Source: an optimization exercise on an open RTL-to-GDS flow (aim: small area). Production flows keep margins and buffers that such runs may drop. Function was checked by simulation only, so behaviour that the tests miss may differ from the original. Power and IR drop assume default switching activity.

v25:
## calc_top
module calc_top
(
    input  logic        clk,
    input  logic        iRST_n,
    input  logic [7:0]  key_byte,
    input  logic        key_valid,
    output logic [41:0] seg,
    output logic [23:0] display_bcd
);
    localparam logic [3:0] SQ_NONE  = 4'd0;
    localparam logic [3:0] SQ_ROT5  = 4'd1;    
    localparam logic [3:0] SQ_OPER  = 4'd2;    
    localparam logic [3:0] SQ_MOVE  = 4'd3;    
    localparam logic [3:0] SQ_CLEAR = 4'd4;    
    localparam logic [3:0] SQ_SWAP  = 4'd5;    
    localparam logic [3:0] SQ_SETUP = 4'd6;    
    localparam logic [3:0] SQ_P1    = 4'd7;    
    localparam logic [3:0] SQ_P2F   = 4'd8;    
    localparam logic [3:0] SQ_P2    = 4'd9;    
    localparam logic [3:0] SQ_FIN   = 4'd10;   
    localparam logic [3:0] SQ_A1    = 4'd11;   
    localparam logic [3:0] SQ_MUL   = 4'd13;   
    localparam logic [3:0] SQ_FMT   = 4'd14;   
    logic [23:0] dr, er, fr;
    logic [2:0]  ph;
    logic        act;
    logic [3:0]  seq;
    logic [1:0]  state;
    logic [1:0]  op;
    logic        skip;
    logic        err, sgn, odd_q;    
    logic        c_q, c_dbl;
    logic [4:0]  cnt;
    wire [3:0] d0 = dr[3:0];
    wire [3:0] e0 = er[3:0];
    wire [3:0] f0 = fr[3:0];
    wire [3:0] f1 = fr[7:4];
    wire       st0 = !ph[2] && !ph[0];
    wire       st5 = ph[2] && !ph[1];
    wire       running = (seq != SQ_NONE) && (st0 || act);
    wire       cnt_zero = (cnt == 5'd0);
    wire is_sub = (op == calc_pkg::OP_SUB);
    wire is_mul = (op == calc_pkg::OP_MUL);
    wire is_div = (op == calc_pkg::OP_DIV);
    logic       k_dig, k_op, k_back, k_space, k_enter;
    logic [3:0] k_digit;
    logic [1:0] k_opc;
    key_filter u_key_filter (
        .key_byte (key_byte),
        .is_digit (k_dig),
        .digit    (k_digit),
        .is_op    (k_op),
        .op       (k_opc),
        .is_back  (k_back),
        .is_space (k_space),
        .is_enter (k_enter)
    );
    wire take = key_valid && !skip && (key_byte != 8'hF0);
    wire d_hi_zero = (dr[23:20] == 4'd0);
    wire d_up_zero = d_hi_zero && (dr[19:4] == 16'd0);
    wire d_zero    = d_up_zero && (dr[3:0] == 4'd0);
    wire in_entry  = state[1];                   
  ...
Size in the first run: about 77 I/O pins, about 4400 µm² of cells after synthesis.
clock: 80.0 ns
lec_check: 0
cap_margin: 20
core_margin: 2
core_utilization: 60
slew_margin: 20
standard.sh (not shown) runs the stock make flow with config.mk's settings and CLKGATE_MAP_FILE= SYNTH_SCRIPT=/design/flow/synth_recipe.tcl, a recipe that flattens the netlist after the stock synthesis.
==> flow/flow/run.sh <==
#!/bin/bash
# Own layout flow: the standard flow, with
#  - the combinational logic of the standard synthesis re-mapped by ABC for
#    area (every register kept as it is, by name and cell), and the result
#    checked against the standard netlist by a Yosys equivalence proof;
#  - ports buffered with the smallest buffer;
#  - a clock tree of smaller buffers without dummy loads.
# Each tool's output goes to a log file of its own in this folder.
set -euo pipefail
HERE=$(pwd)
R=$HERE/orfs/results/$FLOW_PLATFORM/calc_top/base
LIB=$FLOW_HOME/platforms/$FLOW_PLATFORM/lib/sky130_fd_sc_hd__tt_025C_1v80.lib
DONT_USE=$(sed -n '/DONT_USE_CELLS += /,/^$/p' $FLOW_HOME/platforms/$FLOW_PLATFORM/config.mk \
           | tr -d '\\' | sed 's/export DONT_USE_CELLS += //' | tr -s ' \n' ' ')

# 1. standard synthesis
bash standard.sh synth > 1_standard_synth.log 2>&1

# 2. area re-mapping of the combinational logic, kept only if proven equal
cp $R/1_2_yosys.v $HERE/synth_standard.v
export RS_LIB=$LIB RS_TOP=$FLOW_TOP RS_DONT_USE="$DONT_USE"
best=""
best_area=""
for s in $(ls $HERE/flow/*.abc | sort); do
  n=$(basename $s .abc)
  ( RS_IN=$HERE/synth_standard.v RS_OUT=$HERE/resyn_$n.v RS_SCRIPT=$s \
      timeout 1200 yosys -c $HERE/flow/resyn.tcl > 2_resyn_$n.log 2>&1 &&
    EQ_A=$HERE/synth_standard.v EQ_B=$HERE/resyn_$n.v \
      timeout 1200 yosys -c $HERE/flow/eqv.tcl > 2_equiv_$n.log 2>&1 &&
    touch $HERE/resyn_$n.ok ) || true &
done
wait
for s in $(ls $HERE/flow/*.abc | sort); do
  n=$(basename $s .abc)
  if [[ -f $HERE/resyn_$n.ok ]]; then
    a=$(awk '/Chip area/ {print $NF}' $HERE/resyn_$n.v.stat)
    echo "$n $a" >> 2_resyn_areas.log
    if [[ -z "$best" ]] || awk -v a="$a" -v b="$best_area" 'BEGIN {exit !(a < b)}'; then
      best=$n; best_area=$a
    fi
  else
    echo "$n failed" >> 2_resyn_areas.log
  fi
done
std_area=$(awk '/Chip area/ {print $NF}' $R/../../../../reports/$FLOW_PLATFORM/calc_top/base/synth_stat.txt)
echo "standard $std_area, best ${best:-none} ${best_area:-}" >> 2_resyn_areas.log
if [[ -n "$best" ]] && awk -v a="$best_area" -v b="$std_area" 'BEGIN {exit !(a < b)}'; then
  cp $HERE/resyn_$best.v $R/1_2_yosys.v
  touch $R/1_2_yosys.v
fi

# 3. the rest of the standard flow
export BUFFER_PORTS_ARGS="-buffer_cell sky130_fd_sc_hd__buf_1"
export CTS_ARGS="$(cat $HERE/flow/cts_args.txt)"
bash standard.sh finish > 3_standard_finish.log 2>&1
==> flow/flow/cts_args.txt <==
-repair_clock_nets -dont_use_dummy_load -buf_list sky130_fd_sc_hd__clkbuf_8
==> flow/flow/s1.abc <==
strash; &get -n; &deepsyn -T 60 -S 1; &put; dch -f; amap; strash; &get -n; &deepsyn -T 60 -S 2; &put; dch -f; amap; topo
==> flow/flow/s2.abc <==
strash; &get -n; &deepsyn -T 60 -S 3; &put; dch -f; amap; strash; &get -n; &deepsyn -T 60 -S 4; &put; dch -f; map -a; topo
==> flow/flow/s3.abc <==
strash; dc2; &get -n; &deepsyn -T 60 -S 5; &put; dch -f; amap; strash; &get -n; &deepsyn -T 60 -S 6; &put; &get -n; &st; &dch -f; &nf -a -R 100; &put; topo
==> flow/flow/s4.abc <==
strash; dc2; balance; rewrite -z; refactor -z; rewrite -z; dch -f; amap; strash; dc2; balance; rewrite -z; refactor -z; rewrite -z; dch -f; amap; topo
Other scripts of this flow, unchanged in this note and not shown: flow/flow/eqv.tcl, flow/flow/resyn.tcl
The following lists how v32 was set up differently from v25:
--- a/flow/flow/run.sh
+++ b/flow/flow/run.sh
@@ -24,14 +24,8 @@
 for s in $(ls $HERE/flow/*.abc | sort); do
   n=$(basename $s .abc)
-  ( RS_IN=$HERE/synth_standard.v RS_OUT=$HERE/resyn_$n.v RS_SCRIPT=$s \
-      timeout 1200 yosys -c $HERE/flow/resyn.tcl > 2_resyn_$n.log 2>&1 &&
-    EQ_A=$HERE/synth_standard.v EQ_B=$HERE/resyn_$n.v \
-      timeout 1200 yosys -c $HERE/flow/eqv.tcl > 2_equiv_$n.log 2>&1 &&
-    touch $HERE/resyn_$n.ok ) || true &
-done
-wait
-for s in $(ls $HERE/flow/*.abc | sort); do
-  n=$(basename $s .abc)
-  if [[ -f $HERE/resyn_$n.ok ]]; then
+  if RS_IN=$HERE/synth_standard.v RS_OUT=$HERE/resyn_$n.v RS_SCRIPT=$s \
+       yosys -c $HERE/flow/resyn.tcl > 2_resyn_$n.log 2>&1 &&
+     EQ_A=$HERE/synth_standard.v EQ_B=$HERE/resyn_$n.v \
+       yosys -c $HERE/flow/eqv.tcl > 2_equiv_$n.log 2>&1; then
     a=$(awk '/Chip area/ {print $NF}' $HERE/resyn_$n.v.stat)
     echo "$n $a" >> 2_resyn_areas.log
==> flow/flow/cts_args.txt <==
-sink_clustering_enable -repair_clock_nets -dont_use_dummy_load -buf_list sky130_fd_sc_hd__clkbuf_8 -sink_clustering_size 24 -sink_clustering_max_diameter 120
==> flow/flow/s1.abc <==
strash; dc2; balance; rewrite -z; refactor -z; rewrite -z; dch -f; map -a; strash; dc2; balance; rewrite -z; refactor -z; rewrite -z; dch -f; map -a; topo
==> flow/flow/s2.abc <==
strash; dc2; balance; rewrite -z; refactor -z; rewrite -z; dch -f; amap; strash; strash; dc2; balance; rewrite -z; refactor -z; rewrite -z; dch -f; amap; topo
==> flow/flow/s3.abc <==
strash; dc2; balance; rewrite -z; refactor -z; rewrite -z; &get -n; &st; &dch -f; &nf -a -R 100; &put; topo
==> flow/flow/s4.abc <==
strash; dc2; balance; rewrite -z; refactor -z; rewrite -z; dch -f; amap; topo
Power: v32 vs v25 up about 150%
v25 ended up with register to primary output as its critical path class; v32 ended up with input pin to register.
Fmax: v32 vs v25 down 1.8 MHz
Compared with v25, v32 shows a higher number of global-route vias before repair.
Diff v25 -> v32: overall routed net length rose by 27%, total area of multi-input combinational cells rose by 4.8%.
Critical path depth ended up 5 higher on v32 than on v25.
v32 vs v25 on global-route usage over all layers: v32 is the higher one.


sierra:
calc_top again, from the RTL that the note above started with.
Settings: LEC_CHECK=0, CAP_MARGIN=20, CORE_MARGIN=2, CORE_UTILIZATION=60, SLEW_MARGIN=20; clock period 80.0 ns.
==> flow/flow/run.sh <==
#!/bin/bash
# Own layout flow: the standard flow, with
#  - the combinational logic of the standard synthesis re-mapped by ABC for
#    area (every register kept as it is, by name and cell), and the result
#    checked against the standard netlist by a Yosys equivalence proof;
#  - ports buffered with the smallest buffer;
#  - a clock tree of smaller buffers without dummy loads.
# Each tool's output goes to a log file of its own in this folder.
set -euo pipefail
HERE=$(pwd)
R=$HERE/orfs/results/$FLOW_PLATFORM/calc_top/base
LIB=$FLOW_HOME/platforms/$FLOW_PLATFORM/lib/sky130_fd_sc_hd__tt_025C_1v80.lib
DONT_USE=$(sed -n '/DONT_USE_CELLS += /,/^$/p' $FLOW_HOME/platforms/$FLOW_PLATFORM/config.mk \
           | tr -d '\\' | sed 's/export DONT_USE_CELLS += //' | tr -s ' \n' ' ')

# 1. standard synthesis
bash standard.sh synth > 1_standard_synth.log 2>&1

# 2. area re-mapping of the combinational logic, kept only if proven equal
cp $R/1_2_yosys.v $HERE/synth_standard.v
export RS_LIB=$LIB RS_TOP=$FLOW_TOP RS_DONT_USE="$DONT_USE"
best=""
best_area=""
for s in $(ls $HERE/flow/*.abc | sort); do
  n=$(basename $s .abc)
  ( RS_IN=$HERE/synth_standard.v RS_OUT=$HERE/resyn_$n.v RS_SCRIPT=$s \
      timeout 1200 yosys -c $HERE/flow/resyn.tcl > 2_resyn_$n.log 2>&1 &&
    EQ_A=$HERE/synth_standard.v EQ_B=$HERE/resyn_$n.v \
      timeout 1200 yosys -c $HERE/flow/eqv.tcl > 2_equiv_$n.log 2>&1 &&
    touch $HERE/resyn_$n.ok ) || true &
done
wait
for s in $(ls $HERE/flow/*.abc | sort); do
  n=$(basename $s .abc)
  if [[ -f $HERE/resyn_$n.ok ]]; then
    a=$(awk '/Chip area/ {print $NF}' $HERE/resyn_$n.v.stat)
    echo "$n $a" >> 2_resyn_areas.log
    if [[ -z "$best" ]] || awk -v a="$a" -v b="$best_area" 'BEGIN {exit !(a < b)}'; then
      best=$n; best_area=$a
    fi
  else
    echo "$n failed" >> 2_resyn_areas.log
  fi
done
std_area=$(awk '/Chip area/ {print $NF}' $R/../../../../reports/$FLOW_PLATFORM/calc_top/base/synth_stat.txt)
echo "standard $std_area, best ${best:-none} ${best_area:-}" >> 2_resyn_areas.log
if [[ -n "$best" ]] && awk -v a="$best_area" -v b="$std_area" 'BEGIN {exit !(a < b)}'; then
  cp $HERE/resyn_$best.v $R/1_2_yosys.v
  touch $R/1_2_yosys.v
fi

# 3. the rest of the standard flow
export BUFFER_PORTS_ARGS="-buffer_cell sky130_fd_sc_hd__buf_1"
export CTS_ARGS="$(cat $HERE/flow/cts_args.txt)"
bash standard.sh finish > 3_standard_finish.log 2>&1
==> flow/flow/s1.abc <==
strash; &get -n; &deepsyn -T 60 -S 1; &put; dch -f; amap; strash; &get -n; &deepsyn -T 60 -S 2; &put; dch -f; amap; topo
==> flow/flow/s2.abc <==
strash; &get -n; &deepsyn -T 60 -S 3; &put; dch -f; amap; strash; &get -n; &deepsyn -T 60 -S 4; &put; dch -f; map -a; topo
==> flow/flow/s3.abc <==
strash; dc2; &get -n; &deepsyn -T 60 -S 5; &put; dch -f; amap; strash; &get -n; &deepsyn -T 60 -S 6; &put; &get -n; &st; &dch -f; &nf -a -R 100; &put; topo
==> flow/flow/s4.abc <==
strash; dc2; balance; rewrite -z; refactor -z; rewrite -z; dch -f; amap; strash; dc2; balance; rewrite -z; refactor -z; rewrite -z; dch -f; amap; topo
Other scripts of this flow, unchanged in this note and not shown: flow/flow/cts_args.txt, flow/flow/eqv.tcl, flow/flow/resyn.tcl
#### Input delta (nickel over sierra)
-- flow/flow/run.sh --
<<< sierra, line 26
  ( RS_IN=$HERE/synth_standard.v RS_OUT=$HERE/resyn_$n.v RS_SCRIPT=$s \
      timeout 1200 yosys -c $HERE/flow/resyn.tcl > 2_resyn_$n.log 2>&1 &&
    EQ_A=$HERE/synth_standard.v EQ_B=$HERE/resyn_$n.v \
      timeout 1200 yosys -c $HERE/flow/eqv.tcl > 2_equiv_$n.log 2>&1 &&
    touch $HERE/resyn_$n.ok ) || true &
done
wait
for s in $(ls $HERE/flow/*.abc | sort); do
  n=$(basename $s .abc)
  if [[ -f $HERE/resyn_$n.ok ]]; then
>>> nickel, line 26
  if RS_IN=$HERE/synth_standard.v RS_OUT=$HERE/resyn_$n.v RS_SCRIPT=$s \
       yosys -c $HERE/flow/resyn.tcl > 2_resyn_$n.log 2>&1 &&
     EQ_A=$HERE/synth_standard.v EQ_B=$HERE/resyn_$n.v \
       yosys -c $HERE/flow/eqv.tcl > 2_equiv_$n.log 2>&1; then
==> flow/flow/s1.abc <==
strash; dc2; balance; rewrite -z; refactor -z; rewrite -z; dch -f; map -a; strash; dc2; balance; rewrite -z; refactor -z; rewrite -z; dch -f; map -a; topo
==> flow/flow/s2.abc <==
strash; dc2; balance; rewrite -z; refactor -z; rewrite -z; dch -f; amap; strash; strash; dc2; balance; rewrite -z; refactor -z; rewrite -z; dch -f; amap; topo
==> flow/flow/s3.abc <==
strash; dc2; balance; rewrite -z; refactor -z; rewrite -z; &get -n; &st; &dch -f; &nf -a -R 100; &put; topo
==> flow/flow/s4.abc <==
strash; dc2; balance; rewrite -z; refactor -z; rewrite -z; dch -f; amap; topo
==> run summary <==
Summary of nickel over sierra: final cell count higher; first-pass GRT wire length climbed about 22%; area growth from synthesis to layout shows a reduction of 0.64 points; die area picked up an extra 7.3%; total power increased about 150%.
The fmax of nickel falls short of that of sierra by about 3%.
The layout filler cell count of nickel exceeds that of sierra by 54.
As far as utilization is concerned, nickel and sierra perform about the same.
nickel: worst setup slack is 0.59 ns lower than what sierra reported.
Average wire per cell in the routed design: nickel vs sierra up 5.9%

## static timing again, ports no longer ideal
No port has a modelled driver above. Below, the same layouts with a new extraction and two added sets of constraints.
Step 1 sets driving cells, clkbuf_16 on the clock port and buf_2 on the other inputs (assumed; they add their load-dependent delay and slew).
Step 2 moves the port delays by t, midway between the first and last clock arrival at a register: inputs arrive t later, outputs are due t later. That takes back most of the time a late clock gives input paths.
Three values: no drivers, after step 1, after step 2; two values: the first two.
| run | t, ns | setup WS [ns] | worst data-port slew with drivers (ns) | cell pins on the clock port's net |
|---|---|---|---|---|
| v25 | 0.386 | 61.946 / 61.909 / 61.692 | 0.04 | 1 |
| v32 | 0.390 | 61.356 / 61.366 / 60.976 | 0.03 | 1 |
| sierra | 0.386 | 61.946 / 61.909 / 61.692 | 0.04 | 1 |
| nickel | 0.390 | 61.356 / 61.366 / 60.976 | 0.03 | 1 |
After both steps setup and hold are still met in every run listed.
